This design comes from an exercise in tuning for small area and few clock cycles on the open sky130 flow, not from production work.
The RTL was checked by simulation tests, not by an equivalence proof against the original design.
Power and IR drop assume default switching activity.

==> flow/design.v <==
module data_memory_param #(
  parameter int DATA_WIDTH = 32,
  parameter int ADDR_WIDTH = 7
) (
  input  logic                    clock,
  input  logic                    reset,
  input  logic                    mem_read,
  input  logic                    mem_write,
  input  logic [ADDR_WIDTH-1:0]   address,
  input  logic [DATA_WIDTH-1:0]   write_data,
  input  logic [DATA_WIDTH/8-1:0] byte_en,
  output logic [DATA_WIDTH-1:0]   read_data,
  output logic                    read_valid,
  output logic                    ready,
  output logic                    access_err,
  output logic                    parity_err
);
  localparam int NB    = DATA_WIDTH / 8;
  localparam int LG    = 3;                    
  localparam int NL    = 1 << LG;              
  localparam int RW    = ADDR_WIDTH - LG;      
  localparam int NR    = 1 << RW;              
  localparam int NE    = 6;                    
  localparam int DEPTH = NR * NL;
  logic [DEPTH*DATA_WIDTH-1:0] st;
  logic [LG-1:0]         phase_q;      
  logic                  init_q;       
  logic [LG-1:0]         icnt_q;
  logic                  ready_q;
  logic                  rd_q;
  logic                  read_valid_q;
  logic                  access_err_q;
  logic [DATA_WIDTH-1:0] read_data_q;
  logic [NE-1:0]         ev_q;                   
  logic [ADDR_WIDTH-1:0] ea_q [NE];              
  logic [NB-1:0]         eb_q [NE];              
  logic [DATA_WIDTH-1:0] ed_q [NE];              
  logic [NE-1:0]         grant_q;                
  logic [RW-1:0]         bring_q;                
  logic                  bvalid_q;               
  logic [LG-1:0]         snext_q;                
  logic [NB-1:0]         bbe_q;                  
  logic [DATA_WIDTH-1:0] bdata_q;                
  logic rd_acc, wr_acc, wr_eff;
  assign rd_acc = ready_q & mem_read & ~mem_write;
  assign wr_acc = ready_q & mem_write;
  assign wr_eff = wr_acc & (|byte_en);
  logic [NB-1:0]         ins_en [NR];
  logic [DATA_WIDTH-1:0] ins_data;
  always_comb begin
    for (int r = 0; r < NR; r++)
      for (int b = 0; b < NB; b++)
        ins_en[r][b] = (bvalid_q & (bring_q == RW'(r)) & bbe_q[b]) | init_q;
    ins_data = bdata_q & {DATA_WIDTH{~init_q}};
  end
  always_ff @(posedge clock) begin
    for (int r = 0; r < NR; r++) begin
      for (int p = 1; p < NL; p++)
        st[(r*NL + p)*DATA_WIDTH +: DATA_WIDTH] <= st[(r*NL + p - 1)*DATA_WIDTH +: DATA_WIDTH];
      for (int b = 0; b < NB; b++)
        st[(r*NL)*DATA_WIDTH + 8*b +: 8] <= ins_en[r][b] ? ins_data[8*b +: 8]
                                                         : st[(r*NL + NL - 1)*DATA_WIDTH + 8*b +: 8];
    end
  end
  logic [NE-1:0] hit;      
  logic [NE-1:0] alloc;
  always_comb begin
    logic found;
    for (int e = 0; e < NE; e++)
      hit[e] = ev_q[e] & ~grant_q[e] & (ea_q[e] == address);
    alloc = '0;
    found = |hit;
    for (int e = 0; e < NE; e++) begin
      if (!found && (!ev_q[e] || grant_q[e])) begin
        alloc[e] = 1'b1;
        found    = 1'b1;
      end
    end
  end
  logic [NE-1:0]         ev_d;
  logic [DATA_WIDTH-1:0] ed_m [NE];    
  logic [NB-1:0]         eb_m [NE];
  always_comb begin
    for (int e = 0; e < NE; e++) begin
      ev_d[e] = (ev_q[e] & ~grant_q[e]) | (wr_eff & alloc[e]);
      eb_m[e] = eb_q[e] | ({NB{wr_eff & hit[e]}} & byte_en);
      for (int b = 0; b < NB; b++)
        ed_m[e][8*b +: 8] = (wr_eff & hit[e] & byte_en[b]) ? write_data[8*b +: 8] : ed_q[e][8*b +: 8];
    end
  end
  always_ff @(posedge clock) begin
    for (int e = 0; e < NE; e++) begin
      if (wr_eff && alloc[e]) begin
        ea_q[e] <= address;
        eb_q[e] <= byte_en;
      end else if (wr_eff && hit[e]) begin
        eb_q[e] <= eb_m[e];
      end
      for (int b = 0; b < NB; b++)
        if (wr_eff && (alloc[e] || hit[e]) && byte_en[b])
          ed_q[e][8*b +: 8] <= write_data[8*b +: 8];
    end
  end
  logic [NE-1:0] grant_d;
  always_comb begin
    logic found;
    found   = 1'b0;
    grant_d = '0;
    for (int e = 0; e < NE; e++) begin
      if (!found && ev_q[e] && !grant_q[e] && ea_q[e][LG-1:0] == snext_q) begin
        grant_d[e] = 1'b1;
        found      = 1'b1;
      end
    end
  end
  logic [RW-1:0]         bring_d;
  logic [NB-1:0]         bbe_d;
  logic [DATA_WIDTH-1:0] bdata_d;
  always_comb begin
    bring_d = '0;
    bbe_d   = '0;
    bdata_d = '0;
    for (int e = 0; e < NE; e++) begin
      bring_d = bring_d | ({RW{grant_d[e]}} & ea_q[e][ADDR_WIDTH-1:LG]);
      bbe_d   = bbe_d   | ({NB{grant_d[e]}} & eb_m[e]);
      bdata_d = bdata_d | ({DATA_WIDTH{grant_d[e]}} & ed_m[e]);
    end
  end
  always_ff @(posedge clock) begin
    bring_q <= bring_d;
    bbe_q   <= bbe_d;
    bdata_q <= bdata_d;
  end
  logic [NE-1:0]         fm_q;      
  logic [NB-1:0]         fb_q;      
  logic [LG-1:0]         rpos_n;
  logic [DEPTH-1:0]      rsel;
  assign rpos_n = address[LG-1:0] + phase_q + LG'(1);
  always_ff @(posedge clock) begin
    for (int e = 0; e < NE; e++)
      fm_q[e] <= ev_q[e] & ~grant_q[e] & (ea_q[e] == address);
    fb_q <= '0;
    for (int e = 0; e < NE; e++)
      if (ev_q[e] && !grant_q[e] && ea_q[e] == address) fb_q <= eb_q[e];
    for (int i = 0; i < DEPTH; i++)
      rsel[i] <= ({address[ADDR_WIDTH-1:LG], rpos_n} == ADDR_WIDTH'(i));
  end
  localparam int NG = (DEPTH + 2) / 3;           
  logic [DATA_WIDTH-1:0] rword, rdata;
  for (genvar k = 0; k < DATA_WIDTH; k++) begin : g_bit
    logic [NG-1:0] l1_n;
    logic [10:0]   l2;
    logic [3:0]    l3_n;
    for (genvar g = 0; g < NG; g++) begin : g_l1
      if (3*g + 2 < DEPTH) begin : g_3
        dmem_aoi222 u (
          .a1(rsel[3*g]),     .b1(st[(3*g)*DATA_WIDTH + k]),
          .a2(rsel[3*g + 1]), .b2(st[(3*g + 1)*DATA_WIDTH + k]),
          .a3(rsel[3*g + 2]), .b3(st[(3*g + 2)*DATA_WIDTH + k]),
          .y (l1_n[g])
        );
      end else begin : g_2
        dmem_aoi22 u (
          .a1(rsel[3*g]),     .b1(st[(3*g)*DATA_WIDTH + k]),
          .a2(rsel[3*g + 1]), .b2(st[(3*g + 1)*DATA_WIDTH + k]),
          .y (l1_n[g])
        );
      end
    end
    for (genvar g = 0; g < 10; g++) begin : g_l2
      dmem_nand4 u (.a(l1_n[4*g]), .b(l1_n[4*g + 1]), .c(l1_n[4*g + 2]), .d(l1_n[4*g + 3]), .y(l2[g]));
    end
    dmem_nand3 u_l2_last (.a(l1_n[40]), .b(l1_n[41]), .c(l1_n[42]), .y(l2[10]));
    for (genvar g = 0; g < 3; g++) begin : g_l3
      dmem_nor3 u (.a(l2[3*g]), .b(l2[3*g + 1]), .c(l2[3*g + 2]), .y(l3_n[g]));
    end
    dmem_nor2 u_l3_last (.a(l2[9]), .b(l2[10]), .y(l3_n[3]));
    dmem_nand4 u_l4 (.a(l3_n[0]), .b(l3_n[1]), .c(l3_n[2]), .d(l3_n[3]), .y(rword[k]));
  end
  always_comb begin
    logic [DATA_WIDTH-1:0] fd;
    fd = '0;
    for (int e = 0; e < NE; e++)
      fd = fd | ({DATA_WIDTH{fm_q[e]}} & ed_q[e]);
    for (int b = 0; b < NB; b++)
      rdata[8*b +: 8] = fb_q[b] ? fd[8*b +: 8] : rword[8*b +: 8];
  end
  logic room_next;
  assign room_next = |(~ev_d | grant_d);
  always_ff @(posedge clock or posedge reset) begin
    if (reset) begin
      phase_q      <= '0;
      init_q       <= 1'b1;
      icnt_q       <= '0;
      ready_q      <= 1'b0;
      rd_q         <= 1'b0;
      read_valid_q <= 1'b0;
      access_err_q <= 1'b0;
      ev_q         <= '0;
      grant_q      <= '0;
      bvalid_q     <= 1'b0;
      snext_q      <= ~LG'(1);
    end else begin
      phase_q      <= phase_q + LG'(1);
      icnt_q       <= icnt_q + LG'(init_q);
      if (init_q && icnt_q == '1) init_q <= 1'b0;
      ready_q      <= (init_q ? (icnt_q == '1) : 1'b1) & room_next;
      rd_q         <= rd_acc;
      read_valid_q <= rd_q;
      access_err_q <= (mem_read | mem_write) & (~ready_q | (mem_read & mem_write));
      ev_q         <= ev_d;
      grant_q      <= grant_d;
      bvalid_q     <= |grant_d;
      snext_q      <= ~(phase_q + LG'(2));
    end
  end
  always_ff @(posedge clock) begin
    read_data_q <= rdata;
  end
  assign read_data  = read_data_q;
  assign read_valid = read_valid_q;
  assign ready      = ready_q;
  assign access_err = access_err_q;
  assign parity_err = 1'b0;
endmodule
module dmem_aoi222 (
  input  logic a1, b1, a2, b2, a3, b3,
  output logic y
);
  assign y = ~((a1 & b1) | (a2 & b2) | (a3 & b3));
endmodule
module dmem_aoi22 (
  input  logic a1, b1, a2, b2,
  output logic y
);
  assign y = ~((a1 & b1) | (a2 & b2));
endmodule
module dmem_nand4 (
  input  logic a, b, c, d,
  output logic y
);
  assign y = ~(a & b & c & d);
endmodule
module dmem_nand3 (
  input  logic a, b, c,
  output logic y
);
  assign y = ~(a & b & c);
endmodule
module dmem_nor3 (
  input  logic a, b, c,
  output logic y
);
  assign y = ~(a | b | c);
endmodule
module dmem_nor2 (
  input  logic a, b,
  output logic y
);
  assign y = ~(a | b);
endmodule
==> flow/config.mk <==
export PLATFORM = sky130hd
export DESIGN_NAME = data_memory_param
export DESIGN_NICKNAME = data_memory_param
export VERILOG_FILES = /design/flow/design.v
export SDC_FILE = /design/flow/constraint.sdc
export NUM_CORES = 4
export LEC_CHECK = 0
export CAP_MARGIN = 20
export CORE_MARGIN = 2
export CORE_UTILIZATION = 40
export CTS_BUF_LIST = sky130_fd_sc_hd__clkbuf_8
export CTS_CLUSTER_DIAMETER = 40
export CTS_CLUSTER_SIZE = 16
export SETUP_SLACK_MARGIN = 0.2
export SLEW_MARGIN = 20
export SYNTH_HIERARCHICAL = 1
export SYNTH_MINIMUM_KEEP_SIZE = 0
==> flow/constraint.sdc <==
create_clock -name core_clock -period 3.2 [get_ports {clock}]
set_input_delay 0.6400 -clock core_clock [delete_from_list [all_inputs] [get_ports {clock}]]
set_output_delay 0.6400 -clock core_clock [all_outputs]
set_load 0.01 [all_outputs]
standard.sh (not shown) runs the stock make flow with config.mk's settings and CLKGATE_MAP_FILE= SYNTH_SCRIPT=/design/flow/synth_recipe.tcl, a recipe that flattens the netlist after the stock synthesis.
==> flow/flow/run.sh <==
#!/bin/bash
# The standard layout (standard.sh), except that clock tree synthesis is
# told not to add dummy load cells. The other CTS arguments are the ones the
# standard flow derives from config.mk (cluster size 16, diameter 40 um,
# clkbuf_8 buffers). ORFS writes each step's log under orfs/logs; make's own
# output goes to standard.log.
set -e
export CTS_ARGS="-sink_clustering_enable -repair_clock_nets -sink_clustering_size 16 -sink_clustering_max_diameter 40 -buf_list sky130_fd_sc_hd__clkbuf_8 -dont_use_dummy_load"
bash standard.sh > standard.log 2>&1
Testbench counts at the start, summed over its fixed seeds: cycles 16,082.
Next try:
- CORE_UTILIZATION: 40 -> 52
Effect:
- The new run ran to the end with no violations
- wire length fell by 1.1%
- combinational power stays flat
- design area fell by 0.41%
- utilization came out higher by 14 points
- setup slack gains 0.034 ns
- non-clock buffer count rises by 21
- sequential cell count does not change
- via count rises by 0.70%
- cell count drops by 6.2%
- total power rises by 1.7%

-- separate check: timing with driven ports --
The flow's constraints put no driver on any port. The routed layouts listed below were extracted and timed again, unchanged, in two steps.
Step 1, drivers: a clkbuf_16 drives clock and a buf_2 each remaining input, both assumed.
Step 2 moves the port delays by t, midway between the first and last clock arrival at a register: inputs arrive t later, outputs are due t later. That takes back most of the time a late clock gives input paths.
a / b / c = ideal / step 1 / step 2; a / b = the first two.
| run | shift t [ns] | setup slack, ns | worst hold slack (ns) | worst setup path at the end |
|---|---|---|---|---|
| the first run | 1.189 | 0.143 / 0.143 / -0.498 | 0.125 / 0.050 / 0.225 | input to register |
| the second run | 1.201 | 0.177 / 0.177 / -0.485 | 0.155 / 0.118 / 0.251 | input to register |
With both steps, setup timing fails in the first run and the second run, where it was met with ideal ports. For the second run, which loses most, drivers alone change the setup slack by 0.000 ns; drivers and shift together by -0.662 ns.
